This design comes from an exercise in tuning for small area and a short achievable clock period on the open sky130 flow, not from production work. The RTL was checked by simulation tests, not by an equivalence proof against the original design.

==> flow/design.v <==
`timescale 1ns/1ps
package mac_pkg;
   typedef enum logic [1:0] {
      MAC_LOAD  = 2'd0,    
      MAC_ACC   = 2'd1,    
      MAC_SUB   = 2'd2,    
      MAC_CLEAR = 2'd3     
   } mac_op_e;
   typedef struct packed {
      logic    valid;      
      mac_op_e op;         
   } mac_issue_t;
endpackage
`timescale 1ns/1ps
module mac_ctrl (
   input  logic                clk,
   input  logic                rst_n,
   input  logic                activate_mac,   
   input  mac_pkg::mac_op_e    op,
   output logic                operand_en,     
   output mac_pkg::mac_issue_t issue           
);
   logic       act_q;       
   mac_pkg::mac_issue_t issue_d;     
   mac_pkg::mac_issue_t issue_q;
   assign operand_en = activate_mac ^ act_q;
   always_ff @(posedge clk or negedge rst_n) begin
      if (!rst_n) begin
         act_q <= 1'b0;
      end else begin
         act_q <= activate_mac;     
      end
   end
   always_comb begin
      issue_d.valid = operand_en;
      issue_d.op    = issue_q.op;
      if (operand_en) begin
         issue_d.op = op;           
      end
   end
   always_ff @(posedge clk or negedge rst_n) begin
      if (!rst_n) begin
         issue_q.valid <= 1'b0;
         issue_q.op    <= mac_pkg::MAC_LOAD;
      end else begin
         issue_q <= issue_d;
      end
   end
   assign issue = issue_q;
endmodule
`timescale 1ns/1ps
module mac_mult_stage #(
   parameter int A_WIDTH = 18,
   parameter int B_WIDTH = 18,
   parameter int P_WIDTH = 48
) (
   input  logic                      clk,
   input  logic                      rst_n,
   input  logic                      operand_en,    
   input  logic signed [A_WIDTH-1:0] data_a,
   input  logic signed [B_WIDTH-1:0] data_b,
   output logic signed [P_WIDTH-1:0] product       
);
   localparam int M_WIDTH = A_WIDTH + B_WIDTH;
   logic signed [A_WIDTH-1:0] a_q;
   logic signed [B_WIDTH-1:0] b_q;
   logic signed [M_WIDTH-1:0] mult;
   always_ff @(posedge clk or negedge rst_n) begin
      if (!rst_n) begin
         a_q <= '0;
         b_q <= '0;
      end else if (operand_en) begin
         a_q <= data_a;
         b_q <= data_b;
      end
   end
   assign mult = a_q * b_q;
   assign product = P_WIDTH'(mult);
endmodule
`timescale 1ns/1ps
module mac_accumulator #(
   parameter int P_WIDTH = 48
) (
   input  logic                      clk,
   input  logic                      rst_n,
   input  mac_pkg::mac_issue_t       issue,      
   input  logic signed [P_WIDTH-1:0] product,    
   output logic signed [P_WIDTH-1:0] data_p,
   output logic                      p_valid     
);
   logic signed [P_WIDTH-1:0] p_q;       
   logic signed [P_WIDTH-1:0] p_sum;
   logic signed [P_WIDTH-1:0] p_diff;
   logic signed [P_WIDTH-1:0] p_next;    
   logic                      valid_q;
   assign p_sum  = p_q + product;
   assign p_diff = p_q - product;
   always_comb begin
      case (issue.op)
         mac_pkg::MAC_LOAD:  p_next = product;       
         mac_pkg::MAC_ACC:   p_next = p_sum;
         mac_pkg::MAC_SUB:   p_next = p_diff;
         mac_pkg::MAC_CLEAR: p_next = '0;            
         default:   p_next = p_q;
      endcase
   end
   always_ff @(posedge clk or negedge rst_n) begin
      if (!rst_n) begin
         p_q <= '0;
      end else if (issue.valid) begin
         p_q <= p_next;
      end
   end
   always_ff @(posedge clk or negedge rst_n) begin
      if (!rst_n) begin
         valid_q <= 1'b0;
      end else begin
         valid_q <= issue.valid;
      end
   end
   assign data_p  = p_q;
   assign p_valid = valid_q;
endmodule
`timescale 1ns/1ps
module mac_top #(
   parameter int A_WIDTH = 18,    
   parameter int B_WIDTH = 18,    
   parameter int P_WIDTH = 48     
) (
   input  logic                      clk,
   input  logic                      rst_n,
   input  logic signed [A_WIDTH-1:0] data_a,
   input  logic signed [B_WIDTH-1:0] data_b,
   input  mac_pkg::mac_op_e          op,
   input  logic                      activate_mac,   
   output logic signed [P_WIDTH-1:0] data_p,
   output logic                      p_valid
);
   logic                      operand_en;    
   mac_pkg::mac_issue_t                issue;         
   logic signed [P_WIDTH-1:0] product;       
   mac_ctrl u_ctrl (
      .clk          (clk),
      .rst_n        (rst_n),
      .activate_mac (activate_mac),
      .op           (op),
      .operand_en   (operand_en),
      .issue        (issue)
   );
   mac_mult_stage #(
      .A_WIDTH (A_WIDTH),
      .B_WIDTH (B_WIDTH),
      .P_WIDTH (P_WIDTH)
   ) u_mult (
      .clk        (clk),
      .rst_n      (rst_n),
      .operand_en (operand_en),
      .data_a     (data_a),
      .data_b     (data_b),
      .product    (product)
   );
   mac_accumulator #(
      .P_WIDTH (P_WIDTH)
   ) u_acc (
      .clk     (clk),
      .rst_n   (rst_n),
      .issue   (issue),
      .product (product),
      .data_p  (data_p),      
      .p_valid (p_valid)
   );
endmodule
==> flow/run.sh <==
#!/bin/bash
# synth_recipe.tcl (not shown) runs the flow's synth.tcl, then flattens the netlist and writes it again
# the make line also repeats each setting of config.mk as NAME=value (left out here)
make -C /OpenROAD-flow-scripts/flow DESIGN_CONFIG=/design/flow/config.mk WORK_HOME=/design/flow/orfs CLKGATE_MAP_FILE= SYNTH_SCRIPT=/design/flow/synth_recipe.tcl finish
==> flow/config.mk <==
export PLATFORM = sky130hd
export DESIGN_NAME = mac_top
export DESIGN_NICKNAME = mac_top
export VERILOG_FILES = /design/flow/design.v
export SDC_FILE = /design/flow/constraint.sdc
export NUM_CORES = 4
export LEC_CHECK = 0
export CAP_MARGIN = 20
export CORE_MARGIN = 2
export CORE_UTILIZATION = 40
export SLEW_MARGIN = 20
==> flow/constraint.sdc <==
create_clock -name core_clock -period 10.0 [get_ports {clk}]
set_input_delay 2.0000 -clock core_clock [delete_from_list [all_inputs] [get_ports {clk}]]
set_output_delay 2.0000 -clock core_clock [all_outputs]
set_load 0.01 [all_outputs]
==> flow_summary.ini, run 1 <==
[run_status]
status = timing/DRC/antenna clean

[global_route]
grtUsageMet2 = 0.348

[logic_synthesis]
synth.largest_area_cell = fa_1
synth.area.top_cells = fa_1 (34%), dfrtp_1 (11%), ha_1 (9.1%), inv_1 (7.4%), and2_1 (5.4%)
async_flop_share = 1.00
synthesis.nets = 2729
synthesis.instances = 2215
yosysMostFrequentCell = inv_1

[floorplan]
core-area_mm2 = 0.0487
tap_cells = 664
die_y_um = 226

[finish]
largest_cell_class = multi-input combinational cells
clock_area_frac = 0.0144
nClkBuffers = 10
largest_reg_flops = 48
multi_input_gates = 1639
design.seq.count = 89

[sta]
period_share = 0.963
final.setup.tns_ns = 0
clock_skew_ns = 0.0149
rsz0062_at_grt = no

[critical_path]
path_buf_inv = 5
cp-start-kind = register
worstPathArrival_ns = 9.95

[clock_tree]
clock_sinks = 89
numCtsBuffers = 9
worstSkewPairLatency_ns = 0.40
cts_tree = built

[placed_design]
port_buffers = 89
post_dp_cell_area_mm2 = 0.0212

[min_path]
hold_path_class = register to register

[run]
drv_cap = 0
==> run 2: changes to the inputs <==
==> flow/design.v (replaced) <==
`timescale 1ns/1ps
package mac_pkg;
   typedef enum logic [1:0] {
      MAC_LOAD  = 2'd0,    
      MAC_ACC   = 2'd1,    
      MAC_SUB   = 2'd2,    
      MAC_CLEAR = 2'd3     
   } mac_op_e;
   typedef struct packed {
      logic    valid;      
      mac_op_e op;         
   } mac_issue_t;
endpackage
`timescale 1ns/1ps
`timescale 1ns/1ps
`timescale 1ns/1ps
`timescale 1ns/1ps
module mac_top #(
   parameter int A_WIDTH = 18,
   parameter int B_WIDTH = 18,
   parameter int P_WIDTH = 48
) (
   input  logic                      clk,
   input  logic                      rst_n,
   input  logic signed [A_WIDTH-1:0] data_a,
   input  logic signed [B_WIDTH-1:0] data_b,
   input  mac_pkg::mac_op_e          op,
   input  logic                      activate_mac,
   output logic signed [P_WIDTH-1:0] data_p,
   output logic                      p_valid
);
   logic        act_q;
   logic        req;
   logic        v_q;
   logic        pv_q;
   logic [17:0] a_q;
   logic [8:0]  one_d, two_d, neg_d;
   logic [8:0]  one_q, two_q, neg_q;
   logic        kp_d, kp_q;
   logic        use_b, sub;
   logic [18:0] bx;
   logic [47:0] p_q;
   logic [47:0] pg;
   logic [47:0] rx, ry;
   logic [47:0] p_next;
   assign req   = activate_mac ^ act_q;
   assign use_b = req & (op != mac_pkg::MAC_CLEAR);
   assign sub   = (op == mac_pkg::MAC_SUB);
   assign kp_d  = ~req | (op == mac_pkg::MAC_ACC) | (op == mac_pkg::MAC_SUB);
   assign bx    = {data_b, 1'b0};
   always_comb begin
      for (int i = 0; i < 9; i++) begin
         one_d[i] = use_b & (bx[2*i+1] ^ bx[2*i]);
         two_d[i] = use_b & ((bx[2*i+2] & ~bx[2*i+1] & ~bx[2*i]) |
                             (~bx[2*i+2] & bx[2*i+1] & bx[2*i]));
         neg_d[i] = bx[2*i+2] ^ sub;
      end
   end
   always_ff @(posedge clk or negedge rst_n) begin
      if (!rst_n) begin
         act_q <= 1'b0;
         v_q   <= 1'b0;
         pv_q  <= 1'b0;
         one_q <= '0;
         two_q <= '0;
      end else begin
         act_q <= activate_mac;
         v_q   <= req;
         pv_q  <= v_q;
         one_q <= one_d;
         two_q <= two_d;
      end
   end
   always_ff @(posedge clk) begin
      a_q   <= data_a;
      neg_q <= neg_d;
      kp_q  <= kp_d;
   end
   assign pg = p_q & {48{kp_q}};
   logic pp1;
   logic pp2;
   logic pp3;
   logic pp4;
   logic pp5;
   logic pp6;
   logic pp7;
   logic pp8;
   logic pp9;
   logic pp10;
   logic pp11;
   logic pp12;
   logic pp13;
   logic pp14;
   logic pp15;
   logic pp16;
   logic pp17;
   logic pp18;
   logic pp19;
   logic pp20;
   logic pp21;
   logic pp22;
   logic pp23;
   logic pp24;
   logic pp25;
   logic pp26;
   logic pp27;
   logic pp28;
   logic pp29;
   logic pp30;
   logic pp31;
   logic pp32;
   logic pp33;
   logic pp34;
   logic pp35;
   logic pp36;
   logic pp37;
   logic pp38;
   logic pp39;
   logic pp40;
   logic pp41;
   logic pp42;
   logic pp43;
   logic pp44;
   logic pp45;
   logic pp46;
   logic pp47;
   logic pp48;
   logic pp49;
   logic pp50;
   logic pp51;
   logic pp52;
   logic pp53;
   logic pp54;
   logic pp55;
   logic pp56;
   logic pp57;
   logic pp58;
   logic pp59;
   logic pp60;
   logic pp61;
   logic pp62;
   logic pp63;
   logic pp64;
   logic pp65;
   logic pp66;
   logic pp67;
   logic pp68;
   logic pp69;
   logic pp70;
   logic pp71;
   logic pp72;
   logic pp73;
   logic pp74;
   logic pp75;
   logic pp76;
   logic pp77;
   logic pp78;
   logic pp79;
   logic pp80;
   logic pp81;
   logic pp82;
   logic pp83;
   logic pp84;
   logic pp85;
   logic pp86;
   logic pp87;
   logic pp88;
   logic pp89;
   logic pp90;
   logic pp91;
   logic pp92;
   logic pp93;
   logic pp94;
   logic pp95;
   logic pp96;
   logic pp97;
   logic pp98;
   logic pp99;
   logic pp100;
   logic pp101;
   logic pp102;
   logic pp103;
   logic pp104;
   logic pp105;
   logic pp106;
   logic pp107;
   logic pp108;
   logic pp109;
   logic pp110;
   logic pp111;
   logic pp112;
   logic pp113;
   logic pp114;
   logic pp115;
   logic pp116;
   logic pp117;
   logic pp118;
   logic pp119;
   logic pp120;
   logic pp121;
   logic pp122;
   logic pp123;
   logic pp124;
   logic pp125;
   logic pp126;
   logic pp127;
   logic pp128;
   logic pp129;
   logic pp130;
   logic pp131;
   logic pp132;
   logic pp133;
   logic pp134;
   logic pp135;
   logic pp136;
   logic pp137;
   logic pp138;
   logic pp139;
   logic pp140;
   logic pp141;
   logic pp142;
   logic pp143;
   logic pp144;
   logic pp145;
   logic pp146;
   logic pp147;
   logic pp148;
   logic pp149;
   logic pp150;
   logic pp151;
   logic pp152;
   logic pp153;
   logic pp154;
   logic pp155;
   logic pp156;
   logic pp157;
   logic pp158;
   logic pp159;
   logic pp160;
   logic pp161;
   logic pp162;
   logic pp163;
   logic pp164;
   logic pp165;
   logic pp166;
   logic pp167;
   logic pp168;
   logic pp169;
   logic pp170;
   logic pp171;
   logic s172;
   logic c173;
   logic s174;
   logic c175;
   logic s176;
   logic c177;
   logic s178;
   logic c179;
   logic s180;
   logic c181;
   logic s182;
   logic c183;
   logic s184;
   logic c185;
   logic s186;
   logic c187;
   logic s188;
   logic c189;
   logic s190;
   logic c191;
   logic s192;
   logic c193;
   logic s194;
   logic c195;
   logic s196;
   logic c197;
   logic s198;
   logic c199;
   logic s200;
   logic c201;
   logic s202;
   logic c203;
   logic s204;
   logic c205;
   logic s206;
   logic c207;
   logic s208;
   logic c209;
   logic s210;
   logic c211;
   logic s212;
   logic c213;
   logic s214;
   logic c215;
   logic s216;
   logic c217;
   logic s218;
   logic c219;
   logic s220;
   logic c221;
   logic s222;
   logic c223;
   logic s224;
   logic c225;
   logic s226;
   logic c227;
   logic s228;
   logic c229;
   logic s230;
   logic c231;
   logic s232;
   logic c233;
   logic s234;
   logic c235;
   logic s236;
   logic c237;
   logic s238;
   logic c239;
   logic s240;
   logic c241;
   logic s242;
   logic c243;
   logic s244;
   logic c245;
   logic s246;
   logic c247;
   logic s248;
   logic c249;
   logic s250;
   logic c251;
   logic s252;
   logic c253;
   logic s254;
   logic c255;
   logic s256;
   logic c257;
   logic s258;
   logic c259;
   logic s260;
   logic c261;
   logic s262;
   logic c263;
   logic s264;
   logic c265;
   logic s266;
   logic c267;
   logic s268;
   logic c269;
   logic s270;
   logic c271;
   logic s272;
   logic c273;
   logic s274;
   logic c275;
   logic s276;
   logic c277;
   logic s278;
   logic c279;
   logic s280;
   logic c281;
   logic s282;
   logic c283;
   logic s284;
   logic c285;
   logic s286;
   logic c287;
   logic s288;
   logic c289;
   logic s290;
   logic c291;
   logic s292;
   logic c293;
   logic s294;
   logic c295;
   logic s296;
   logic c297;
   logic s298;
   logic c299;
   logic s300;
   logic c301;
   logic s302;
   logic c303;
   logic s304;
   logic c305;
   logic s306;
   logic c307;
   logic s308;
   logic c309;
   logic s310;
   logic c311;
   logic s312;
   logic c313;
   logic s314;
   logic c315;
   logic s316;
   logic c317;
   logic s318;
   logic c319;
   logic s320;
   logic c321;
   logic s322;
   logic c323;
   logic s324;
   logic c325;
   logic s326;
   logic c327;
   logic s328;
   logic c329;
   logic s330;
   logic c331;
   logic s332;
   logic c333;
   logic s334;
   logic c335;
   logic s336;
   logic c337;
   logic s338;
   logic c339;
   logic s340;
   logic c341;
   logic s342;
   logic c343;
   logic s344;
   logic c345;
   logic s346;
   logic c347;
   logic s348;
   logic c349;
   logic s350;
   logic c351;
   logic s352;
   logic c353;
   logic s354;
   logic c355;
   logic s356;
   logic c357;
   logic s358;
   logic c359;
   logic s360;
   logic c361;
   logic s362;
   logic c363;
   logic s364;
   logic c365;
   logic s366;
   logic c367;
   logic s368;
   logic c369;
   logic s370;
   logic c371;
   logic s372;
   logic c373;
   logic s374;
   logic c375;
   logic s376;
   logic c377;
   logic s378;
   logic c379;
   logic s380;
   logic c381;
   logic s382;
   logic c383;
   logic s384;
   logic c385;
   logic s386;
   logic c387;
   logic s388;
   logic c389;
   logic s390;
   logic c391;
   logic s392;
   logic c393;
   logic s394;
   logic c395;
   logic s396;
   logic c397;
   logic s398;
   logic c399;
   logic s400;
   logic c401;
   logic s402;
   logic c403;
   logic s404;
   logic c405;
   logic s406;
   logic c407;
   logic s408;
   logic c409;
   logic s410;
   logic c411;
   logic s412;
   logic c413;
   logic s414;
   logic c415;
   logic s416;
   logic c417;
   logic s418;
   logic c419;
   logic s420;
   logic c421;
   logic s422;
   logic c423;
   logic s424;
   logic c425;
   logic s426;
   logic c427;
   logic s428;
   logic c429;
   logic s430;
   logic c431;
   logic s432;
   logic c433;
   logic s434;
   logic c435;
   logic s436;
   logic c437;
   logic s438;
   logic c439;
   logic s440;
   logic c441;
   logic s442;
   logic c443;
   logic s444;
   logic c445;
   logic s446;
   logic c447;
   logic s448;
   logic c449;
   logic s450;
   logic c451;
   logic s452;
   logic c453;
   logic s454;
   logic c455;
   logic s456;
   logic c457;
   logic s458;
   logic c459;
   logic s460;
   logic c461;
   logic s462;
   logic c463;
   logic s464;
   logic c465;
   logic s466;
   logic c467;
   logic s468;
   logic c469;
   logic s470;
   logic c471;
   logic s472;
   logic c473;
   logic s474;
   logic c475;
   logic s476;
   logic c477;
   logic s478;
   logic c479;
   logic s480;
   logic c481;
   logic s482;
   logic c483;
   logic s484;
   logic c485;
   logic s486;
   logic c487;
   logic s488;
   logic c489;
   logic s490;
   logic c491;
   logic s492;
   logic c493;
   logic s494;
   logic c495;
   logic s496;
   logic c497;
   logic s498;
   logic c499;
   logic s500;
   logic c501;
   logic s502;
   logic c503;
   logic s504;
   logic c505;
   logic s506;
   logic c507;
   logic s508;
   logic c509;
   logic s510;
   logic c511;
   logic s512;
   logic c513;
   logic s514;
   logic c515;
   logic s516;
   logic c517;
   logic s518;
   logic c519;
   logic s520;
   logic c521;
   logic s522;
   logic c523;
   logic s524;
   logic c525;
   logic s526;
   logic c527;
   logic s528;
   logic c529;
   logic s530;
   logic c531;
   logic s532;
   logic c533;
   logic s534;
   logic c535;
   logic s536;
   logic c537;
   logic s538;
   logic c539;
   logic s540;
   logic c541;
   logic s542;
   logic c543;
   logic s544;
   logic c545;
   logic s546;
   logic c547;
   logic s548;
   logic c549;
   logic s550;
   logic c551;
   logic s552;
   logic c553;
   logic s554;
   logic c555;
   assign pp1 = (one_q[0] & a_q[0]) ^ neg_q[0];
   assign pp2 = ((one_q[0] & a_q[1]) | (two_q[0] & a_q[0])) ^ neg_q[0];
   assign pp3 = ((one_q[0] & a_q[2]) | (two_q[0] & a_q[1])) ^ neg_q[0];
   assign pp4 = ((one_q[0] & a_q[3]) | (two_q[0] & a_q[2])) ^ neg_q[0];
   assign pp5 = ((one_q[0] & a_q[4]) | (two_q[0] & a_q[3])) ^ neg_q[0];
   assign pp6 = ((one_q[0] & a_q[5]) | (two_q[0] & a_q[4])) ^ neg_q[0];
   assign pp7 = ((one_q[0] & a_q[6]) | (two_q[0] & a_q[5])) ^ neg_q[0];
   assign pp8 = ((one_q[0] & a_q[7]) | (two_q[0] & a_q[6])) ^ neg_q[0];
   assign pp9 = ((one_q[0] & a_q[8]) | (two_q[0] & a_q[7])) ^ neg_q[0];
   assign pp10 = ((one_q[0] & a_q[9]) | (two_q[0] & a_q[8])) ^ neg_q[0];
   assign pp11 = ((one_q[0] & a_q[10]) | (two_q[0] & a_q[9])) ^ neg_q[0];
   assign pp12 = ((one_q[0] & a_q[11]) | (two_q[0] & a_q[10])) ^ neg_q[0];
   assign pp13 = ((one_q[0] & a_q[12]) | (two_q[0] & a_q[11])) ^ neg_q[0];
   assign pp14 = ((one_q[0] & a_q[13]) | (two_q[0] & a_q[12])) ^ neg_q[0];
   assign pp15 = ((one_q[0] & a_q[14]) | (two_q[0] & a_q[13])) ^ neg_q[0];
   assign pp16 = ((one_q[0] & a_q[15]) | (two_q[0] & a_q[14])) ^ neg_q[0];
   assign pp17 = ((one_q[0] & a_q[16]) | (two_q[0] & a_q[15])) ^ neg_q[0];
   assign pp18 = ((one_q[0] & a_q[17]) | (two_q[0] & a_q[16])) ^ neg_q[0];
   assign pp19 = ~(((one_q[0] | two_q[0]) & a_q[17]) ^ neg_q[0]);
   assign pp20 = (one_q[1] & a_q[0]) ^ neg_q[1];
   assign pp21 = ((one_q[1] & a_q[1]) | (two_q[1] & a_q[0])) ^ neg_q[1];
   assign pp22 = ((one_q[1] & a_q[2]) | (two_q[1] & a_q[1])) ^ neg_q[1];
   assign pp23 = ((one_q[1] & a_q[3]) | (two_q[1] & a_q[2])) ^ neg_q[1];
   assign pp24 = ((one_q[1] & a_q[4]) | (two_q[1] & a_q[3])) ^ neg_q[1];
   assign pp25 = ((one_q[1] & a_q[5]) | (two_q[1] & a_q[4])) ^ neg_q[1];
   assign pp26 = ((one_q[1] & a_q[6]) | (two_q[1] & a_q[5])) ^ neg_q[1];
   assign pp27 = ((one_q[1] & a_q[7]) | (two_q[1] & a_q[6])) ^ neg_q[1];
   assign pp28 = ((one_q[1] & a_q[8]) | (two_q[1] & a_q[7])) ^ neg_q[1];
   assign pp29 = ((one_q[1] & a_q[9]) | (two_q[1] & a_q[8])) ^ neg_q[1];
   assign pp30 = ((one_q[1] & a_q[10]) | (two_q[1] & a_q[9])) ^ neg_q[1];
   assign pp31 = ((one_q[1] & a_q[11]) | (two_q[1] & a_q[10])) ^ neg_q[1];
   assign pp32 = ((one_q[1] & a_q[12]) | (two_q[1] & a_q[11])) ^ neg_q[1];
   assign pp33 = ((one_q[1] & a_q[13]) | (two_q[1] & a_q[12])) ^ neg_q[1];
   assign pp34 = ((one_q[1] & a_q[14]) | (two_q[1] & a_q[13])) ^ neg_q[1];
   assign pp35 = ((one_q[1] & a_q[15]) | (two_q[1] & a_q[14])) ^ neg_q[1];
   assign pp36 = ((one_q[1] & a_q[16]) | (two_q[1] & a_q[15])) ^ neg_q[1];
   assign pp37 = ((one_q[1] & a_q[17]) | (two_q[1] & a_q[16])) ^ neg_q[1];
   assign pp38 = ~(((one_q[1] | two_q[1]) & a_q[17]) ^ neg_q[1]);
   assign pp39 = (one_q[2] & a_q[0]) ^ neg_q[2];
   assign pp40 = ((one_q[2] & a_q[1]) | (two_q[2] & a_q[0])) ^ neg_q[2];
   assign pp41 = ((one_q[2] & a_q[2]) | (two_q[2] & a_q[1])) ^ neg_q[2];
   assign pp42 = ((one_q[2] & a_q[3]) | (two_q[2] & a_q[2])) ^ neg_q[2];
   assign pp43 = ((one_q[2] & a_q[4]) | (two_q[2] & a_q[3])) ^ neg_q[2];
   assign pp44 = ((one_q[2] & a_q[5]) | (two_q[2] & a_q[4])) ^ neg_q[2];
   assign pp45 = ((one_q[2] & a_q[6]) | (two_q[2] & a_q[5])) ^ neg_q[2];
   assign pp46 = ((one_q[2] & a_q[7]) | (two_q[2] & a_q[6])) ^ neg_q[2];
   assign pp47 = ((one_q[2] & a_q[8]) | (two_q[2] & a_q[7])) ^ neg_q[2];
   assign pp48 = ((one_q[2] & a_q[9]) | (two_q[2] & a_q[8])) ^ neg_q[2];
   assign pp49 = ((one_q[2] & a_q[10]) | (two_q[2] & a_q[9])) ^ neg_q[2];
   assign pp50 = ((one_q[2] & a_q[11]) | (two_q[2] & a_q[10])) ^ neg_q[2];
   assign pp51 = ((one_q[2] & a_q[12]) | (two_q[2] & a_q[11])) ^ neg_q[2];
   assign pp52 = ((one_q[2] & a_q[13]) | (two_q[2] & a_q[12])) ^ neg_q[2];
   assign pp53 = ((one_q[2] & a_q[14]) | (two_q[2] & a_q[13])) ^ neg_q[2];
   assign pp54 = ((one_q[2] & a_q[15]) | (two_q[2] & a_q[14])) ^ neg_q[2];
   assign pp55 = ((one_q[2] & a_q[16]) | (two_q[2] & a_q[15])) ^ neg_q[2];
   assign pp56 = ((one_q[2] & a_q[17]) | (two_q[2] & a_q[16])) ^ neg_q[2];
   assign pp57 = ~(((one_q[2] | two_q[2]) & a_q[17]) ^ neg_q[2]);
   assign pp58 = (one_q[3] & a_q[0]) ^ neg_q[3];
   assign pp59 = ((one_q[3] & a_q[1]) | (two_q[3] & a_q[0])) ^ neg_q[3];
   assign pp60 = ((one_q[3] & a_q[2]) | (two_q[3] & a_q[1])) ^ neg_q[3];
   assign pp61 = ((one_q[3] & a_q[3]) | (two_q[3] & a_q[2])) ^ neg_q[3];
   assign pp62 = ((one_q[3] & a_q[4]) | (two_q[3] & a_q[3])) ^ neg_q[3];
   assign pp63 = ((one_q[3] & a_q[5]) | (two_q[3] & a_q[4])) ^ neg_q[3];
   assign pp64 = ((one_q[3] & a_q[6]) | (two_q[3] & a_q[5])) ^ neg_q[3];
   assign pp65 = ((one_q[3] & a_q[7]) | (two_q[3] & a_q[6])) ^ neg_q[3];
   assign pp66 = ((one_q[3] & a_q[8]) | (two_q[3] & a_q[7])) ^ neg_q[3];
   assign pp67 = ((one_q[3] & a_q[9]) | (two_q[3] & a_q[8])) ^ neg_q[3];
   assign pp68 = ((one_q[3] & a_q[10]) | (two_q[3] & a_q[9])) ^ neg_q[3];
   assign pp69 = ((one_q[3] & a_q[11]) | (two_q[3] & a_q[10])) ^ neg_q[3];
   assign pp70 = ((one_q[3] & a_q[12]) | (two_q[3] & a_q[11])) ^ neg_q[3];
   assign pp71 = ((one_q[3] & a_q[13]) | (two_q[3] & a_q[12])) ^ neg_q[3];
   assign pp72 = ((one_q[3] & a_q[14]) | (two_q[3] & a_q[13])) ^ neg_q[3];
   assign pp73 = ((one_q[3] & a_q[15]) | (two_q[3] & a_q[14])) ^ neg_q[3];
   assign pp74 = ((one_q[3] & a_q[16]) | (two_q[3] & a_q[15])) ^ neg_q[3];
   assign pp75 = ((one_q[3] & a_q[17]) | (two_q[3] & a_q[16])) ^ neg_q[3];
   assign pp76 = ~(((one_q[3] | two_q[3]) & a_q[17]) ^ neg_q[3]);
   assign pp77 = (one_q[4] & a_q[0]) ^ neg_q[4];
   assign pp78 = ((one_q[4] & a_q[1]) | (two_q[4] & a_q[0])) ^ neg_q[4];
   assign pp79 = ((one_q[4] & a_q[2]) | (two_q[4] & a_q[1])) ^ neg_q[4];
   assign pp80 = ((one_q[4] & a_q[3]) | (two_q[4] & a_q[2])) ^ neg_q[4];
   assign pp81 = ((one_q[4] & a_q[4]) | (two_q[4] & a_q[3])) ^ neg_q[4];
   assign pp82 = ((one_q[4] & a_q[5]) | (two_q[4] & a_q[4])) ^ neg_q[4];
   assign pp83 = ((one_q[4] & a_q[6]) | (two_q[4] & a_q[5])) ^ neg_q[4];
   assign pp84 = ((one_q[4] & a_q[7]) | (two_q[4] & a_q[6])) ^ neg_q[4];
   assign pp85 = ((one_q[4] & a_q[8]) | (two_q[4] & a_q[7])) ^ neg_q[4];
   assign pp86 = ((one_q[4] & a_q[9]) | (two_q[4] & a_q[8])) ^ neg_q[4];
   assign pp87 = ((one_q[4] & a_q[10]) | (two_q[4] & a_q[9])) ^ neg_q[4];
   assign pp88 = ((one_q[4] & a_q[11]) | (two_q[4] & a_q[10])) ^ neg_q[4];
   assign pp89 = ((one_q[4] & a_q[12]) | (two_q[4] & a_q[11])) ^ neg_q[4];
   assign pp90 = ((one_q[4] & a_q[13]) | (two_q[4] & a_q[12])) ^ neg_q[4];
   assign pp91 = ((one_q[4] & a_q[14]) | (two_q[4] & a_q[13])) ^ neg_q[4];
   assign pp92 = ((one_q[4] & a_q[15]) | (two_q[4] & a_q[14])) ^ neg_q[4];
   assign pp93 = ((one_q[4] & a_q[16]) | (two_q[4] & a_q[15])) ^ neg_q[4];
   assign pp94 = ((one_q[4] & a_q[17]) | (two_q[4] & a_q[16])) ^ neg_q[4];
   assign pp95 = ~(((one_q[4] | two_q[4]) & a_q[17]) ^ neg_q[4]);
   assign pp96 = (one_q[5] & a_q[0]) ^ neg_q[5];
   assign pp97 = ((one_q[5] & a_q[1]) | (two_q[5] & a_q[0])) ^ neg_q[5];
   assign pp98 = ((one_q[5] & a_q[2]) | (two_q[5] & a_q[1])) ^ neg_q[5];
   assign pp99 = ((one_q[5] & a_q[3]) | (two_q[5] & a_q[2])) ^ neg_q[5];
   assign pp100 = ((one_q[5] & a_q[4]) | (two_q[5] & a_q[3])) ^ neg_q[5];
   assign pp101 = ((one_q[5] & a_q[5]) | (two_q[5] & a_q[4])) ^ neg_q[5];
   assign pp102 = ((one_q[5] & a_q[6]) | (two_q[5] & a_q[5])) ^ neg_q[5];
   assign pp103 = ((one_q[5] & a_q[7]) | (two_q[5] & a_q[6])) ^ neg_q[5];
   assign pp104 = ((one_q[5] & a_q[8]) | (two_q[5] & a_q[7])) ^ neg_q[5];
   assign pp105 = ((one_q[5] & a_q[9]) | (two_q[5] & a_q[8])) ^ neg_q[5];
   assign pp106 = ((one_q[5] & a_q[10]) | (two_q[5] & a_q[9])) ^ neg_q[5];
   assign pp107 = ((one_q[5] & a_q[11]) | (two_q[5] & a_q[10])) ^ neg_q[5];
   assign pp108 = ((one_q[5] & a_q[12]) | (two_q[5] & a_q[11])) ^ neg_q[5];
   assign pp109 = ((one_q[5] & a_q[13]) | (two_q[5] & a_q[12])) ^ neg_q[5];
   assign pp110 = ((one_q[5] & a_q[14]) | (two_q[5] & a_q[13])) ^ neg_q[5];
   assign pp111 = ((one_q[5] & a_q[15]) | (two_q[5] & a_q[14])) ^ neg_q[5];
   assign pp112 = ((one_q[5] & a_q[16]) | (two_q[5] & a_q[15])) ^ neg_q[5];
   assign pp113 = ((one_q[5] & a_q[17]) | (two_q[5] & a_q[16])) ^ neg_q[5];
   assign pp114 = ~(((one_q[5] | two_q[5]) & a_q[17]) ^ neg_q[5]);
   assign pp115 = (one_q[6] & a_q[0]) ^ neg_q[6];
   assign pp116 = ((one_q[6] & a_q[1]) | (two_q[6] & a_q[0])) ^ neg_q[6];
   assign pp117 = ((one_q[6] & a_q[2]) | (two_q[6] & a_q[1])) ^ neg_q[6];
   assign pp118 = ((one_q[6] & a_q[3]) | (two_q[6] & a_q[2])) ^ neg_q[6];
   assign pp119 = ((one_q[6] & a_q[4]) | (two_q[6] & a_q[3])) ^ neg_q[6];
   assign pp120 = ((one_q[6] & a_q[5]) | (two_q[6] & a_q[4])) ^ neg_q[6];
   assign pp121 = ((one_q[6] & a_q[6]) | (two_q[6] & a_q[5])) ^ neg_q[6];
   assign pp122 = ((one_q[6] & a_q[7]) | (two_q[6] & a_q[6])) ^ neg_q[6];
   assign pp123 = ((one_q[6] & a_q[8]) | (two_q[6] & a_q[7])) ^ neg_q[6];
   assign pp124 = ((one_q[6] & a_q[9]) | (two_q[6] & a_q[8])) ^ neg_q[6];
   assign pp125 = ((one_q[6] & a_q[10]) | (two_q[6] & a_q[9])) ^ neg_q[6];
   assign pp126 = ((one_q[6] & a_q[11]) | (two_q[6] & a_q[10])) ^ neg_q[6];
   assign pp127 = ((one_q[6] & a_q[12]) | (two_q[6] & a_q[11])) ^ neg_q[6];
   assign pp128 = ((one_q[6] & a_q[13]) | (two_q[6] & a_q[12])) ^ neg_q[6];
   assign pp129 = ((one_q[6] & a_q[14]) | (two_q[6] & a_q[13])) ^ neg_q[6];
   assign pp130 = ((one_q[6] & a_q[15]) | (two_q[6] & a_q[14])) ^ neg_q[6];
   assign pp131 = ((one_q[6] & a_q[16]) | (two_q[6] & a_q[15])) ^ neg_q[6];
   assign pp132 = ((one_q[6] & a_q[17]) | (two_q[6] & a_q[16])) ^ neg_q[6];
   assign pp133 = ~(((one_q[6] | two_q[6]) & a_q[17]) ^ neg_q[6]);
   assign pp134 = (one_q[7] & a_q[0]) ^ neg_q[7];
   assign pp135 = ((one_q[7] & a_q[1]) | (two_q[7] & a_q[0])) ^ neg_q[7];
   assign pp136 = ((one_q[7] & a_q[2]) | (two_q[7] & a_q[1])) ^ neg_q[7];
   assign pp137 = ((one_q[7] & a_q[3]) | (two_q[7] & a_q[2])) ^ neg_q[7];
   assign pp138 = ((one_q[7] & a_q[4]) | (two_q[7] & a_q[3])) ^ neg_q[7];
   assign pp139 = ((one_q[7] & a_q[5]) | (two_q[7] & a_q[4])) ^ neg_q[7];
   assign pp140 = ((one_q[7] & a_q[6]) | (two_q[7] & a_q[5])) ^ neg_q[7];
   assign pp141 = ((one_q[7] & a_q[7]) | (two_q[7] & a_q[6])) ^ neg_q[7];
   assign pp142 = ((one_q[7] & a_q[8]) | (two_q[7] & a_q[7])) ^ neg_q[7];
   assign pp143 = ((one_q[7] & a_q[9]) | (two_q[7] & a_q[8])) ^ neg_q[7];
   assign pp144 = ((one_q[7] & a_q[10]) | (two_q[7] & a_q[9])) ^ neg_q[7];
   assign pp145 = ((one_q[7] & a_q[11]) | (two_q[7] & a_q[10])) ^ neg_q[7];
   assign pp146 = ((one_q[7] & a_q[12]) | (two_q[7] & a_q[11])) ^ neg_q[7];
   assign pp147 = ((one_q[7] & a_q[13]) | (two_q[7] & a_q[12])) ^ neg_q[7];
   assign pp148 = ((one_q[7] & a_q[14]) | (two_q[7] & a_q[13])) ^ neg_q[7];
   assign pp149 = ((one_q[7] & a_q[15]) | (two_q[7] & a_q[14])) ^ neg_q[7];
   assign pp150 = ((one_q[7] & a_q[16]) | (two_q[7] & a_q[15])) ^ neg_q[7];
   assign pp151 = ((one_q[7] & a_q[17]) | (two_q[7] & a_q[16])) ^ neg_q[7];
   assign pp152 = ~(((one_q[7] | two_q[7]) & a_q[17]) ^ neg_q[7]);
   assign pp153 = (one_q[8] & a_q[0]) ^ neg_q[8];
   assign pp154 = ((one_q[8] & a_q[1]) | (two_q[8] & a_q[0])) ^ neg_q[8];
   assign pp155 = ((one_q[8] & a_q[2]) | (two_q[8] & a_q[1])) ^ neg_q[8];
   assign pp156 = ((one_q[8] & a_q[3]) | (two_q[8] & a_q[2])) ^ neg_q[8];
   assign pp157 = ((one_q[8] & a_q[4]) | (two_q[8] & a_q[3])) ^ neg_q[8];
   assign pp158 = ((one_q[8] & a_q[5]) | (two_q[8] & a_q[4])) ^ neg_q[8];
   assign pp159 = ((one_q[8] & a_q[6]) | (two_q[8] & a_q[5])) ^ neg_q[8];
   assign pp160 = ((one_q[8] & a_q[7]) | (two_q[8] & a_q[6])) ^ neg_q[8];
   assign pp161 = ((one_q[8] & a_q[8]) | (two_q[8] & a_q[7])) ^ neg_q[8];
   assign pp162 = ((one_q[8] & a_q[9]) | (two_q[8] & a_q[8])) ^ neg_q[8];
   assign pp163 = ((one_q[8] & a_q[10]) | (two_q[8] & a_q[9])) ^ neg_q[8];
   assign pp164 = ((one_q[8] & a_q[11]) | (two_q[8] & a_q[10])) ^ neg_q[8];
   assign pp165 = ((one_q[8] & a_q[12]) | (two_q[8] & a_q[11])) ^ neg_q[8];
   assign pp166 = ((one_q[8] & a_q[13]) | (two_q[8] & a_q[12])) ^ neg_q[8];
   assign pp167 = ((one_q[8] & a_q[14]) | (two_q[8] & a_q[13])) ^ neg_q[8];
   assign pp168 = ((one_q[8] & a_q[15]) | (two_q[8] & a_q[14])) ^ neg_q[8];
   assign pp169 = ((one_q[8] & a_q[16]) | (two_q[8] & a_q[15])) ^ neg_q[8];
   assign pp170 = ((one_q[8] & a_q[17]) | (two_q[8] & a_q[16])) ^ neg_q[8];
   assign pp171 = ~(((one_q[8] | two_q[8]) & a_q[17]) ^ neg_q[8]);
   assign s172 = neg_q[0] ^ pg[0];
   assign c173 = neg_q[0] & pg[0];
   assign s174 = pg[1] ^ c173;
   assign c175 = pg[1] & c173;
   assign s176 = neg_q[1] ^ pg[2] ^ pp3;
   assign c177 = (neg_q[1] & pg[2]) | (neg_q[1] & pp3) | (pg[2] & pp3);
   assign s178 = pp20 ^ c175;
   assign c179 = pp20 & c175;
   assign s180 = pg[3] ^ pp4 ^ pp21;
   assign c181 = (pg[3] & pp4) | (pg[3] & pp21) | (pp4 & pp21);
   assign s182 = c179 ^ c177;
   assign c183 = c179 & c177;
   assign s184 = neg_q[2] ^ pg[4] ^ pp5;
   assign c185 = (neg_q[2] & pg[4]) | (neg_q[2] & pp5) | (pg[4] & pp5);
   assign s186 = pp22 ^ pp39 ^ c181;
   assign c187 = (pp22 & pp39) | (pp22 & c181) | (pp39 & c181);
   assign s188 = s184 ^ c183;
   assign c189 = s184 & c183;
   assign s190 = pg[5] ^ pp6 ^ pp23;
   assign c191 = (pg[5] & pp6) | (pg[5] & pp23) | (pp6 & pp23);
   assign s192 = pp40 ^ c185 ^ s190;
   assign c193 = (pp40 & c185) | (pp40 & s190) | (c185 & s190);
   assign s194 = c187 ^ c189;
   assign c195 = c187 & c189;
   assign s196 = neg_q[3] ^ pg[6] ^ pp7;
   assign c197 = (neg_q[3] & pg[6]) | (neg_q[3] & pp7) | (pg[6] & pp7);
   assign s198 = pp24 ^ pp41 ^ pp58;
   assign c199 = (pp24 & pp41) | (pp24 & pp58) | (pp41 & pp58);
   assign s200 = c191 ^ s196 ^ s198;
   assign c201 = (c191 & s196) | (c191 & s198) | (s196 & s198);
   assign s202 = c193 ^ s200;
   assign c203 = c193 & s200;
   assign s204 = pg[7] ^ pp8 ^ pp25;
   assign c205 = (pg[7] & pp8) | (pg[7] & pp25) | (pp8 & pp25);
   assign s206 = pp42 ^ pp59 ^ c197;
   assign c207 = (pp42 & pp59) | (pp42 & c197) | (pp59 & c197);
   assign s208 = c199 ^ s204 ^ c201;
   assign c209 = (c199 & s204) | (c199 & c201) | (s204 & c201);
   assign s210 = s206 ^ c203;
   assign c211 = s206 & c203;
   assign s212 = neg_q[4] ^ pg[8] ^ pp9;
   assign c213 = (neg_q[4] & pg[8]) | (neg_q[4] & pp9) | (pg[8] & pp9);
   assign s214 = pp26 ^ pp43 ^ pp60;
   assign c215 = (pp26 & pp43) | (pp26 & pp60) | (pp43 & pp60);
   assign s216 = pp77 ^ c205 ^ s212;
   assign c217 = (pp77 & c205) | (pp77 & s212) | (c205 & s212);
   assign s218 = s214 ^ c207 ^ s216;
   assign c219 = (s214 & c207) | (s214 & s216) | (c207 & s216);
   assign s220 = c209 ^ c211;
   assign c221 = c209 & c211;
   assign s222 = pg[9] ^ pp10 ^ pp27;
   assign c223 = (pg[9] & pp10) | (pg[9] & pp27) | (pp10 & pp27);
   assign s224 = pp44 ^ pp61 ^ pp78;
   assign c225 = (pp44 & pp61) | (pp44 & pp78) | (pp61 & pp78);
   assign s226 = c213 ^ c215 ^ s222;
   assign c227 = (c213 & c215) | (c213 & s222) | (c215 & s222);
   assign s228 = s224 ^ c217 ^ s226;
   assign c229 = (s224 & c217) | (s224 & s226) | (c217 & s226);
   assign s230 = c219 ^ s228;
   assign c231 = c219 & s228;
   assign s232 = neg_q[5] ^ pg[10] ^ pp11;
   assign c233 = (neg_q[5] & pg[10]) | (neg_q[5] & pp11) | (pg[10] & pp11);
   assign s234 = pp28 ^ pp45 ^ pp62;
   assign c235 = (pp28 & pp45) | (pp28 & pp62) | (pp45 & pp62);
   assign s236 = pp79 ^ pp96 ^ c223;
   assign c237 = (pp79 & pp96) | (pp79 & c223) | (pp96 & c223);
   assign s238 = c225 ^ s232 ^ s234;
   assign c239 = (c225 & s232) | (c225 & s234) | (s232 & s234);
   assign s240 = c227 ^ s236 ^ s238;
   assign c241 = (c227 & s236) | (c227 & s238) | (s236 & s238);
   assign s242 = c229 ^ s240;
   assign c243 = c229 & s240;
   assign s244 = pg[11] ^ pp12 ^ pp29;
   assign c245 = (pg[11] & pp12) | (pg[11] & pp29) | (pp12 & pp29);
   assign s246 = pp46 ^ pp63 ^ pp80;
   assign c247 = (pp46 & pp63) | (pp46 & pp80) | (pp63 & pp80);
   assign s248 = pp97 ^ c233 ^ c235;
   assign c249 = (pp97 & c233) | (pp97 & c235) | (c233 & c235);
   assign s250 = s244 ^ s246 ^ c237;
   assign c251 = (s244 & s246) | (s244 & c237) | (s246 & c237);
   assign s252 = c239 ^ s248 ^ s250;
   assign c253 = (c239 & s248) | (c239 & s250) | (s248 & s250);
   assign s254 = c241 ^ c243;
   assign c255 = c241 & c243;
   assign s256 = neg_q[6] ^ pg[12] ^ pp13;
   assign c257 = (neg_q[6] & pg[12]) | (neg_q[6] & pp13) | (pg[12] & pp13);
   assign s258 = pp30 ^ pp47 ^ pp64;
   assign c259 = (pp30 & pp47) | (pp30 & pp64) | (pp47 & pp64);
   assign s260 = pp81 ^ pp98 ^ pp115;
   assign c261 = (pp81 & pp98) | (pp81 & pp115) | (pp98 & pp115);
   assign s262 = c245 ^ c247 ^ s256;
   assign c263 = (c245 & c247) | (c245 & s256) | (c247 & s256);
   assign s264 = s258 ^ s260 ^ c249;
   assign c265 = (s258 & s260) | (s258 & c249) | (s260 & c249);
   assign s266 = s262 ^ c251 ^ s264;
   assign c267 = (s262 & c251) | (s262 & s264) | (c251 & s264);
   assign s268 = c253 ^ s266;
   assign c269 = c253 & s266;
   assign s270 = pg[13] ^ pp14 ^ pp31;
   assign c271 = (pg[13] & pp14) | (pg[13] & pp31) | (pp14 & pp31);
   assign s272 = pp48 ^ pp65 ^ pp82;
   assign c273 = (pp48 & pp65) | (pp48 & pp82) | (pp65 & pp82);
   assign s274 = pp99 ^ pp116 ^ c257;
   assign c275 = (pp99 & pp116) | (pp99 & c257) | (pp116 & c257);
   assign s276 = c259 ^ c261 ^ s270;
   assign c277 = (c259 & c261) | (c259 & s270) | (c261 & s270);
   assign s278 = s272 ^ c263 ^ s274;
   assign c279 = (s272 & c263) | (s272 & s274) | (c263 & s274);
   assign s280 = s276 ^ c265 ^ s278;
   assign c281 = (s276 & c265) | (s276 & s278) | (c265 & s278);
   assign s282 = c267 ^ s280;
   assign c283 = c267 & s280;
   assign s284 = neg_q[7] ^ pg[14] ^ pp15;
   assign c285 = (neg_q[7] & pg[14]) | (neg_q[7] & pp15) | (pg[14] & pp15);
   assign s286 = pp32 ^ pp49 ^ pp66;
   assign c287 = (pp32 & pp49) | (pp32 & pp66) | (pp49 & pp66);
   assign s288 = pp83 ^ pp100 ^ pp117;
   assign c289 = (pp83 & pp100) | (pp83 & pp117) | (pp100 & pp117);
   assign s290 = pp134 ^ c271 ^ c273;
   assign c291 = (pp134 & c271) | (pp134 & c273) | (c271 & c273);
   assign s292 = s284 ^ s286 ^ s288;
   assign c293 = (s284 & s286) | (s284 & s288) | (s286 & s288);
   assign s294 = c275 ^ c277 ^ s290;
   assign c295 = (c275 & c277) | (c275 & s290) | (c277 & s290);
   assign s296 = s292 ^ c279 ^ s294;
   assign c297 = (s292 & c279) | (s292 & s294) | (c279 & s294);
   assign s298 = c281 ^ s296;
   assign c299 = c281 & s296;
   assign s300 = pg[15] ^ pp16 ^ pp33;
   assign c301 = (pg[15] & pp16) | (pg[15] & pp33) | (pp16 & pp33);
   assign s302 = pp50 ^ pp67 ^ pp84;
   assign c303 = (pp50 & pp67) | (pp50 & pp84) | (pp67 & pp84);
   assign s304 = pp101 ^ pp118 ^ pp135;
   assign c305 = (pp101 & pp118) | (pp101 & pp135) | (pp118 & pp135);
   assign s306 = c285 ^ c287 ^ c289;
   assign c307 = (c285 & c287) | (c285 & c289) | (c287 & c289);
   assign s308 = s300 ^ s302 ^ s304;
   assign c309 = (s300 & s302) | (s300 & s304) | (s302 & s304);
   assign s310 = c291 ^ c293 ^ s306;
   assign c311 = (c291 & c293) | (c291 & s306) | (c293 & s306);
   assign s312 = s308 ^ c295 ^ s310;
   assign c313 = (s308 & c295) | (s308 & s310) | (c295 & s310);
   assign s314 = c297 ^ s312;
   assign c315 = c297 & s312;
   assign s316 = neg_q[8] ^ pg[16] ^ pp17;
   assign c317 = (neg_q[8] & pg[16]) | (neg_q[8] & pp17) | (pg[16] & pp17);
   assign s318 = pp34 ^ pp51 ^ pp68;
   assign c319 = (pp34 & pp51) | (pp34 & pp68) | (pp51 & pp68);
   assign s320 = pp85 ^ pp102 ^ pp119;
   assign c321 = (pp85 & pp102) | (pp85 & pp119) | (pp102 & pp119);
   assign s322 = pp136 ^ pp153 ^ c301;
   assign c323 = (pp136 & pp153) | (pp136 & c301) | (pp153 & c301);
   assign s324 = c303 ^ c305 ^ s316;
   assign c325 = (c303 & c305) | (c303 & s316) | (c305 & s316);
   assign s326 = s318 ^ s320 ^ c307;
   assign c327 = (s318 & s320) | (s318 & c307) | (s320 & c307);
   assign s328 = c309 ^ s322 ^ s324;
   assign c329 = (c309 & s322) | (c309 & s324) | (s322 & s324);
   assign s330 = c311 ^ s326 ^ s328;
   assign c331 = (c311 & s326) | (c311 & s328) | (s326 & s328);
   assign s332 = c313 ^ s330;
   assign c333 = c313 & s330;
   assign s334 = pg[17] ^ pp18 ^ pp35;
   assign c335 = (pg[17] & pp18) | (pg[17] & pp35) | (pp18 & pp35);
   assign s336 = pp52 ^ pp69 ^ pp86;
   assign c337 = (pp52 & pp69) | (pp52 & pp86) | (pp69 & pp86);
   assign s338 = pp103 ^ pp120 ^ pp137;
   assign c339 = (pp103 & pp120) | (pp103 & pp137) | (pp120 & pp137);
   assign s340 = pp154 ^ c317 ^ c319;
   assign c341 = (pp154 & c317) | (pp154 & c319) | (c317 & c319);
   assign s342 = c321 ^ s334 ^ s336;
   assign c343 = (c321 & s334) | (c321 & s336) | (s334 & s336);
   assign s344 = s338 ^ c323 ^ c325;
   assign c345 = (s338 & c323) | (s338 & c325) | (c323 & c325);
   assign s346 = s340 ^ s342 ^ c327;
   assign c347 = (s340 & s342) | (s340 & c327) | (s342 & c327);
   assign s348 = c329 ^ s344 ^ s346;
   assign c349 = (c329 & s344) | (c329 & s346) | (s344 & s346);
   assign s350 = c331 ^ s348;
   assign c351 = c331 & s348;
   assign s352 = 1'b1 ^ pg[18] ^ pp19;
   assign c353 = (1'b1 & pg[18]) | (1'b1 & pp19) | (pg[18] & pp19);
   assign s354 = pp36 ^ pp53 ^ pp70;
   assign c355 = (pp36 & pp53) | (pp36 & pp70) | (pp53 & pp70);
   assign s356 = pp87 ^ pp104 ^ pp121;
   assign c357 = (pp87 & pp104) | (pp87 & pp121) | (pp104 & pp121);
   assign s358 = pp138 ^ pp155 ^ c335;
   assign c359 = (pp138 & pp155) | (pp138 & c335) | (pp155 & c335);
   assign s360 = c337 ^ c339 ^ s352;
   assign c361 = (c337 & c339) | (c337 & s352) | (c339 & s352);
   assign s362 = s354 ^ s356 ^ c341;
   assign c363 = (s354 & s356) | (s354 & c341) | (s356 & c341);
   assign s364 = c343 ^ s358 ^ s360;
   assign c365 = (c343 & s358) | (c343 & s360) | (s358 & s360);
   assign s366 = c345 ^ s362 ^ s364;
   assign c367 = (c345 & s362) | (c345 & s364) | (s362 & s364);
   assign s368 = c347 ^ s366 ^ c349;
   assign c369 = (c347 & s366) | (c347 & c349) | (s366 & c349);
   assign s370 = 1'b1 ^ pg[19] ^ pp37;
   assign c371 = (1'b1 & pg[19]) | (1'b1 & pp37) | (pg[19] & pp37);
   assign s372 = pp54 ^ pp71 ^ pp88;
   assign c373 = (pp54 & pp71) | (pp54 & pp88) | (pp71 & pp88);
   assign s374 = pp105 ^ pp122 ^ pp139;
   assign c375 = (pp105 & pp122) | (pp105 & pp139) | (pp122 & pp139);
   assign s376 = pp156 ^ c353 ^ c355;
   assign c377 = (pp156 & c353) | (pp156 & c355) | (c353 & c355);
   assign s378 = c357 ^ s370 ^ s372;
   assign c379 = (c357 & s370) | (c357 & s372) | (s370 & s372);
   assign s380 = s374 ^ c359 ^ c361;
   assign c381 = (s374 & c359) | (s374 & c361) | (c359 & c361);
   assign s382 = s376 ^ s378 ^ c363;
   assign c383 = (s376 & s378) | (s376 & c363) | (s378 & c363);
   assign s384 = c365 ^ s380 ^ s382;
   assign c385 = (c365 & s380) | (c365 & s382) | (s380 & s382);
   assign s386 = c367 ^ s384;
   assign c387 = c367 & s384;
   assign s388 = pg[20] ^ pp38 ^ pp55;
   assign c389 = (pg[20] & pp38) | (pg[20] & pp55) | (pp38 & pp55);
   assign s390 = pp72 ^ pp89 ^ pp106;
   assign c391 = (pp72 & pp89) | (pp72 & pp106) | (pp89 & pp106);
   assign s392 = pp123 ^ pp140 ^ pp157;
   assign c393 = (pp123 & pp140) | (pp123 & pp157) | (pp140 & pp157);
   assign s394 = c371 ^ c373 ^ c375;
   assign c395 = (c371 & c373) | (c371 & c375) | (c373 & c375);
   assign s396 = s388 ^ s390 ^ s392;
   assign c397 = (s388 & s390) | (s388 & s392) | (s390 & s392);
   assign s398 = c377 ^ c379 ^ s394;
   assign c399 = (c377 & c379) | (c377 & s394) | (c379 & s394);
   assign s400 = s396 ^ c381 ^ s398;
   assign c401 = (s396 & c381) | (s396 & s398) | (c381 & s398);
   assign s402 = c383 ^ s400 ^ c385;
   assign c403 = (c383 & s400) | (c383 & c385) | (s400 & c385);
   assign s404 = 1'b1 ^ pg[21] ^ pp56;
   assign c405 = (1'b1 & pg[21]) | (1'b1 & pp56) | (pg[21] & pp56);
   assign s406 = pp73 ^ pp90 ^ pp107;
   assign c407 = (pp73 & pp90) | (pp73 & pp107) | (pp90 & pp107);
   assign s408 = pp124 ^ pp141 ^ pp158;
   assign c409 = (pp124 & pp141) | (pp124 & pp158) | (pp141 & pp158);
   assign s410 = c389 ^ c391 ^ c393;
   assign c411 = (c389 & c391) | (c389 & c393) | (c391 & c393);
   assign s412 = s404 ^ s406 ^ s408;
   assign c413 = (s404 & s406) | (s404 & s408) | (s406 & s408);
   assign s414 = c395 ^ c397 ^ s410;
   assign c415 = (c395 & c397) | (c395 & s410) | (c397 & s410);
   assign s416 = s412 ^ c399 ^ s414;
   assign c417 = (s412 & c399) | (s412 & s414) | (c399 & s414);
   assign s418 = c401 ^ s416;
   assign c419 = c401 & s416;
   assign s420 = pg[22] ^ pp57 ^ pp74;
   assign c421 = (pg[22] & pp57) | (pg[22] & pp74) | (pp57 & pp74);
   assign s422 = pp91 ^ pp108 ^ pp125;
   assign c423 = (pp91 & pp108) | (pp91 & pp125) | (pp108 & pp125);
   assign s424 = pp142 ^ pp159 ^ c405;
   assign c425 = (pp142 & pp159) | (pp142 & c405) | (pp159 & c405);
   assign s426 = c407 ^ c409 ^ s420;
   assign c427 = (c407 & c409) | (c407 & s420) | (c409 & s420);
   assign s428 = s422 ^ c411 ^ c413;
   assign c429 = (s422 & c411) | (s422 & c413) | (c411 & c413);
   assign s430 = s424 ^ s426 ^ c415;
   assign c431 = (s424 & s426) | (s424 & c415) | (s426 & c415);
   assign s432 = s428 ^ c417 ^ s430;
   assign c433 = (s428 & c417) | (s428 & s430) | (c417 & s430);
   assign s434 = 1'b1 ^ pg[23] ^ pp75;
   assign c435 = (1'b1 & pg[23]) | (1'b1 & pp75) | (pg[23] & pp75);
   assign s436 = pp92 ^ pp109 ^ pp126;
   assign c437 = (pp92 & pp109) | (pp92 & pp126) | (pp109 & pp126);
   assign s438 = pp143 ^ pp160 ^ c421;
   assign c439 = (pp143 & pp160) | (pp143 & c421) | (pp160 & c421);
   assign s440 = c423 ^ s434 ^ s436;
   assign c441 = (c423 & s434) | (c423 & s436) | (s434 & s436);
   assign s442 = c425 ^ c427 ^ s438;
   assign c443 = (c425 & c427) | (c425 & s438) | (c427 & s438);
   assign s444 = s440 ^ c429 ^ s442;
   assign c445 = (s440 & c429) | (s440 & s442) | (c429 & s442);
   assign s446 = c431 ^ s444;
   assign c447 = c431 & s444;
   assign s448 = pg[24] ^ pp76 ^ pp93;
   assign c449 = (pg[24] & pp76) | (pg[24] & pp93) | (pp76 & pp93);
   assign s450 = pp110 ^ pp127 ^ pp144;
   assign c451 = (pp110 & pp127) | (pp110 & pp144) | (pp127 & pp144);
   assign s452 = pp161 ^ c435 ^ c437;
   assign c453 = (pp161 & c435) | (pp161 & c437) | (c435 & c437);
   assign s454 = s448 ^ s450 ^ c439;
   assign c455 = (s448 & s450) | (s448 & c439) | (s450 & c439);
   assign s456 = c441 ^ s452 ^ c443;
   assign c457 = (c441 & s452) | (c441 & c443) | (s452 & c443);
   assign s458 = s454 ^ c445 ^ s456;
   assign c459 = (s454 & c445) | (s454 & s456) | (c445 & s456);
   assign s460 = 1'b1 ^ pg[25] ^ pp94;
   assign c461 = (1'b1 & pg[25]) | (1'b1 & pp94) | (pg[25] & pp94);
   assign s462 = pp111 ^ pp128 ^ pp145;
   assign c463 = (pp111 & pp128) | (pp111 & pp145) | (pp128 & pp145);
   assign s464 = pp162 ^ c449 ^ c451;
   assign c465 = (pp162 & c449) | (pp162 & c451) | (c449 & c451);
   assign s466 = s460 ^ s462 ^ c453;
   assign c467 = (s460 & s462) | (s460 & c453) | (s462 & c453);
   assign s468 = s464 ^ c455 ^ s466;
   assign c469 = (s464 & c455) | (s464 & s466) | (c455 & s466);
   assign s470 = c457 ^ s468;
   assign c471 = c457 & s468;
   assign s472 = pg[26] ^ pp95 ^ pp112;
   assign c473 = (pg[26] & pp95) | (pg[26] & pp112) | (pp95 & pp112);
   assign s474 = pp129 ^ pp146 ^ pp163;
   assign c475 = (pp129 & pp146) | (pp129 & pp163) | (pp146 & pp163);
   assign s476 = c461 ^ c463 ^ s472;
   assign c477 = (c461 & c463) | (c461 & s472) | (c463 & s472);
   assign s478 = s474 ^ c465 ^ s476;
   assign c479 = (s474 & c465) | (s474 & s476) | (c465 & s476);
   assign s480 = c467 ^ s478 ^ c469;
   assign c481 = (c467 & s478) | (c467 & c469) | (s478 & c469);
   assign s482 = 1'b1 ^ pg[27] ^ pp113;
   assign c483 = (1'b1 & pg[27]) | (1'b1 & pp113) | (pg[27] & pp113);
   assign s484 = pp130 ^ pp147 ^ pp164;
   assign c485 = (pp130 & pp147) | (pp130 & pp164) | (pp147 & pp164);
   assign s486 = c473 ^ c475 ^ s482;
   assign c487 = (c473 & c475) | (c473 & s482) | (c475 & s482);
   assign s488 = s484 ^ c477 ^ s486;
   assign c489 = (s484 & c477) | (s484 & s486) | (c477 & s486);
   assign s490 = c479 ^ s488;
   assign c491 = c479 & s488;
   assign s492 = pg[28] ^ pp114 ^ pp131;
   assign c493 = (pg[28] & pp114) | (pg[28] & pp131) | (pp114 & pp131);
   assign s494 = pp148 ^ pp165 ^ c483;
   assign c495 = (pp148 & pp165) | (pp148 & c483) | (pp165 & c483);
   assign s496 = c485 ^ s492 ^ c487;
   assign c497 = (c485 & s492) | (c485 & c487) | (s492 & c487);
   assign s498 = s494 ^ c489 ^ s496;
   assign c499 = (s494 & c489) | (s494 & s496) | (c489 & s496);
   assign s500 = 1'b1 ^ pg[29] ^ pp132;
   assign c501 = (1'b1 & pg[29]) | (1'b1 & pp132) | (pg[29] & pp132);
   assign s502 = pp149 ^ pp166 ^ c493;
   assign c503 = (pp149 & pp166) | (pp149 & c493) | (pp166 & c493);
   assign s504 = s500 ^ c495 ^ s502;
   assign c505 = (s500 & c495) | (s500 & s502) | (c495 & s502);
   assign s506 = c497 ^ s504;
   assign c507 = c497 & s504;
   assign s508 = pg[30] ^ pp133 ^ pp150;
   assign c509 = (pg[30] & pp133) | (pg[30] & pp150) | (pp133 & pp150);
   assign s510 = pp167 ^ c501 ^ s508;
   assign c511 = (pp167 & c501) | (pp167 & s508) | (c501 & s508);
   assign s512 = c503 ^ s510 ^ c505;
   assign c513 = (c503 & s510) | (c503 & c505) | (s510 & c505);
   assign s514 = 1'b1 ^ pg[31] ^ pp151;
   assign c515 = (1'b1 & pg[31]) | (1'b1 & pp151) | (pg[31] & pp151);
   assign s516 = pp168 ^ c509 ^ s514;
   assign c517 = (pp168 & c509) | (pp168 & s514) | (c509 & s514);
   assign s518 = c511 ^ s516;
   assign c519 = c511 & s516;
   assign s520 = pg[32] ^ pp152 ^ pp169;
   assign c521 = (pg[32] & pp152) | (pg[32] & pp169) | (pp152 & pp169);
   assign s522 = c515 ^ s520 ^ c517;
   assign c523 = (c515 & s520) | (c515 & c517) | (s520 & c517);
   assign s524 = 1'b1 ^ pg[33] ^ pp170;
   assign c525 = (1'b1 & pg[33]) | (1'b1 & pp170) | (pg[33] & pp170);
   assign s526 = c521 ^ s524;
   assign c527 = c521 & s524;
   assign s528 = pg[34] ^ pp171 ^ c525;
   assign c529 = (pg[34] & pp171) | (pg[34] & c525) | (pp171 & c525);
   assign s530 = 1'b1 ^ pg[35];
   assign c531 = 1'b1 & pg[35];
   assign s532 = 1'b1 ^ pg[36];
   assign c533 = 1'b1 & pg[36];
   assign s534 = 1'b1 ^ pg[37];
   assign c535 = 1'b1 & pg[37];
   assign s536 = 1'b1 ^ pg[38];
   assign c537 = 1'b1 & pg[38];
   assign s538 = 1'b1 ^ pg[39];
   assign c539 = 1'b1 & pg[39];
   assign s540 = 1'b1 ^ pg[40];
   assign c541 = 1'b1 & pg[40];
   assign s542 = 1'b1 ^ pg[41];
   assign c543 = 1'b1 & pg[41];
   assign s544 = 1'b1 ^ pg[42];
   assign c545 = 1'b1 & pg[42];
   assign s546 = 1'b1 ^ pg[43];
   assign c547 = 1'b1 & pg[43];
   assign s548 = 1'b1 ^ pg[44];
   assign c549 = 1'b1 & pg[44];
   assign s550 = 1'b1 ^ pg[45];
   assign c551 = 1'b1 & pg[45];
   assign s552 = 1'b1 ^ pg[46];
   assign c553 = 1'b1 & pg[46];
   assign s554 = 1'b1 ^ pg[47];
   assign c555 = 1'b1 & pg[47];
   assign rx = {c553, c551, c549, c547, c545, c543, c541, c539, c537, c535, c533, c531, c529, c527, c523, c519, c513, c507, c499, c491, c481, c471, c459, c447, c433, c419, c403, c387, c369, c351, c333, c315, c299, c283, c269, c255, s252, c231, c221, s218, s208, c195, s192, s186, s180, s176, pp2, pp1};
   assign ry = {s554, s552, s550, s548, s546, s544, s542, s540, s538, s536, s534, s532, s530, s528, s526, s522, s518, s512, s506, s498, s490, s480, s470, s458, s446, s432, s418, s402, s386, s368, s350, s332, s314, s298, s282, s268, s254, s242, s230, s220, s210, s202, s194, s188, s182, s178, s174, s172};
   assign p_next = rx + ry;
   always_ff @(posedge clk or negedge rst_n) begin
      if (!rst_n) p_q <= '0;
      else        p_q <= p_next;
   end
   assign data_p  = p_q;
   assign p_valid = pv_q;
endmodule
--- a/flow/config.mk
+++ b/flow/config.mk
@@ -8,4 +8,5 @@
 export CAP_MARGIN = 20
 export CORE_MARGIN = 2
 export CORE_UTILIZATION = 40
+export SETUP_SLACK_MARGIN = 5
 export SLEW_MARGIN = 20
==> run 2 against run 1 <==
Effect of this change: still clean; core utilization rose by 8.2 points; global-route usage rose by 2.1 points; synthesized cell count fell by 37%; synthesized area fell by 36%; routed wire length fell by 25%; highest routed layer unchanged.
==> flow_summary.ini, run 2 <==
[critical_path]
cp-start-kind = register
worstSetupEndpointType = register
crit_family = adder cells
r2r_cells = 19
critPathSlowestCell = dfrtp_4
cp_max_fo = 8
cp.depth = 19
crit_chain = buf_6, a22oi_2, xor2_2, fa_2, inv_1, fa_1, fa_1, fa_1, ha_1, ha_4, and3_4, nand3_1, o211ai_1, a21oi_4, o31a_1, o41ai_4, buf_4, a31oi_2, xnor2_1
path_class = register to register
worstPathArrival_ns = 5.99
path_buf_inv = 3
cp.required_ns = 10.25
timing.critical_path.mode_cell = fa_1
max_stage_delay_ns = 0.56

[sta]
min_period_ns = 5.73
drv_slew = 0
period_share = 0.573
final.setup.tns_ns = 0
finalSetupViolations = 0
clock_skew_ns = 0.0152
rsz0062_at_grt = yes
hold-worst-slack_ns = 0.362
hold_viol_final = 0
clock.fmax_mhz = 174
worst_pin_slew_ns = 0.959
max_slew_margin = 0.361

[logic_synthesis]
synthFlopType = dfrtp_1
synth_edf_count = 0
synth.distinct_cells = 60
avgSynthCellArea_um2 = 9.02
synthTopCellsByCount = inv_1 (188), xnor2_1 (178), a22oi_1 (154)
ys_ff_latch = 97
synth.largest_area_cell = fa_1
post_synth_mux_area_share = 0
synthesis.nets = 1667
synth_top_family_by_area = adder cells
synth-adder-area-share = 0.311
yosysMostFrequentCell = inv_1
ys_seq_area_frac = 0.181
synth-xor-area-share = 0.163
async_flop_share = 0.711
yosys.area_share.simple = 0.0747
ys_warn_count = 1
synth_compound_area_frac = 0.176
synthesis.instances = 1399
synth.area.top_cells = fa_1 (23%), dfrtp_1 (14%), xnor2_1 (12%), a22oi_1 (9.2%), ha_1 (8.1%)
synth_top_area_frac = 0.230
synth_area_mm2 = 0.0126

[global_route]
grt_pass1_wl_mm = 61.4
antenna_found_initial = 0
grt_use_total = 0.241
grt_pass1_vias = 10800
grt_max_degree = 70
grt_overflow_total = 0

[floorplan]
row_count = 65
ios = 90
die_area_mm2 = 0.0330
core-area_mm2 = 0.0313
die_y_um = 182
start_util = 0.403
die_w_um = 182

[finish]
largest_reg_flops = 48
layout_commonest_cell = inv_1
syn2layout_area_growth_pct = 30.3
final_cell_mix = inv_1 (173), xnor2_1 (171), a22oi_1 (114), fa_1 (108), buf_4 (92)
fillers = 2811
largestRegisters = p_q x48, a_q x18
final_util = 0.525
regMostFlops = p_q
drive_gt1_frac = 0.274
diodes = 0
nets = 1769

[routing]
routedWlPerCell_um = 20.8
ant_nets = 0
wirelength_mm = 39.7
drtIter0Drc = 928
viasPerCell = 5.55
drc = 0
first_pass_iters = 5
vias = 10600

[clock_tree]
root_buffer = clkbuf_16
worstSkewPairLatency_ns = 0.38
clk_transition_reported_paths_ns = 0.08
htreeDepth = 3
clock_sinks = 97
clk_path_buf_depth = 2
cts_tree = built
hold_buffers = 0
numCtsBuffers = 9

[placed_design]
place_hpwl_mm = 27.7
port_buffers = 89
gp_congestion = 0.919

[run_status]
status = timing/DRC/antenna clean

[min_path]
hold_path_class = register to register
min_delay_path_depth = 0

[run]
drv_cap = 0
## run 2: worst paths after layout
check	from	endpoint	slack (ns)
setup / recovery	one_q[0]	p_q[40]	4.27
hold / removal	v_q	pv_q	0.36
setup reg to reg	one_q[0]	p_q[40]	4.27
hold reg to reg	v_q	pv_q	0.36
max in group asynchronous	rst_n	one_q[7]	7.50
min in group asynchronous	rst_n	p_q[5]	1.77
## run 2: cell type report
class | count | area (um^2) | share of cell area
sequential | 97 | 2420 | 0.148
inverter | 190 | 727 | 0.0442
clock buffer | 9 | 225 | 0.0137
timing repair buffer | 208 | 1950 | 0.118
clock inverter | 7 | 86.3 | 0.00525
multi-input combinational | 995 | 10500 | 0.640
tap | 402 | 503 | 0.0306
## run 2: what timing repair did
item,4_1_cts,5_1_grt
pin swaps,63,87
gates resized for setup,224,120
endpoints found under the setup margin,38,34
buffers inserted,76,37
## run 2: kinds of logic (layout without fill, tap and decap cells)
logic type / count (synthesis) / in the layout
compound gates: 327 / 327
buf+inv: 307 / 414
xor+xnor: 235 / 235
fa+ha+maj: 227 / 227
simple gates: 206 / 206
flops: 97 / 97
## run 2: metrics by stage
stage                     cell area, um^2  instances  setup slack, ns
after floorplan                     13200       1399             4.53
after global placement              13800       1779             3.19
after detailed placement            13800       1779             3.13
after CTS                           15600       1871             4.33
after global routing                16400       1908             4.15
final                               16400       1908             4.27
## run 2: per-layer routing
layer / share of wire / global-route usage
met3: 0.068 / 0.0497
met2: 0.46 / 0.374
met4: 0.028 / 0.0868
met5: 0 / 0
met1: 0.45 / 0.333

separate check: timing with driven ports:
The flow's constraints put no driver on any port. The routed layouts listed below were extracted and timed again, unchanged, in two steps. Step 1 (the two cells are an assumption about what drives the block):
set clk [get_ports {clk}]
set_driving_cell -lib_cell sky130_fd_sc_hd__clkbuf_16 $clk
set_driving_cell -lib_cell sky130_fd_sc_hd__buf_2 [delete_from_list [all_inputs] $clk]
Step 2, shift: input delay + t, output delay - t, t = (earliest + latest rising clock arrival at the registers) / 2. This alone moves slack from input paths to output paths. Slacks: no drivers / after step 1 / after step 2; pairs: no drivers / after step 1.
run	t (ns)	slack for setup (ns)	hold slack, ns
run 1	0.448	0.373 / 0.373 / 0.373	0.538 / 0.538 / 0.538
run 2	0.420	4.266 / 4.266 / 4.266	0.362 / 0.362 / 0.362
After both steps setup and hold are still met in every run listed.
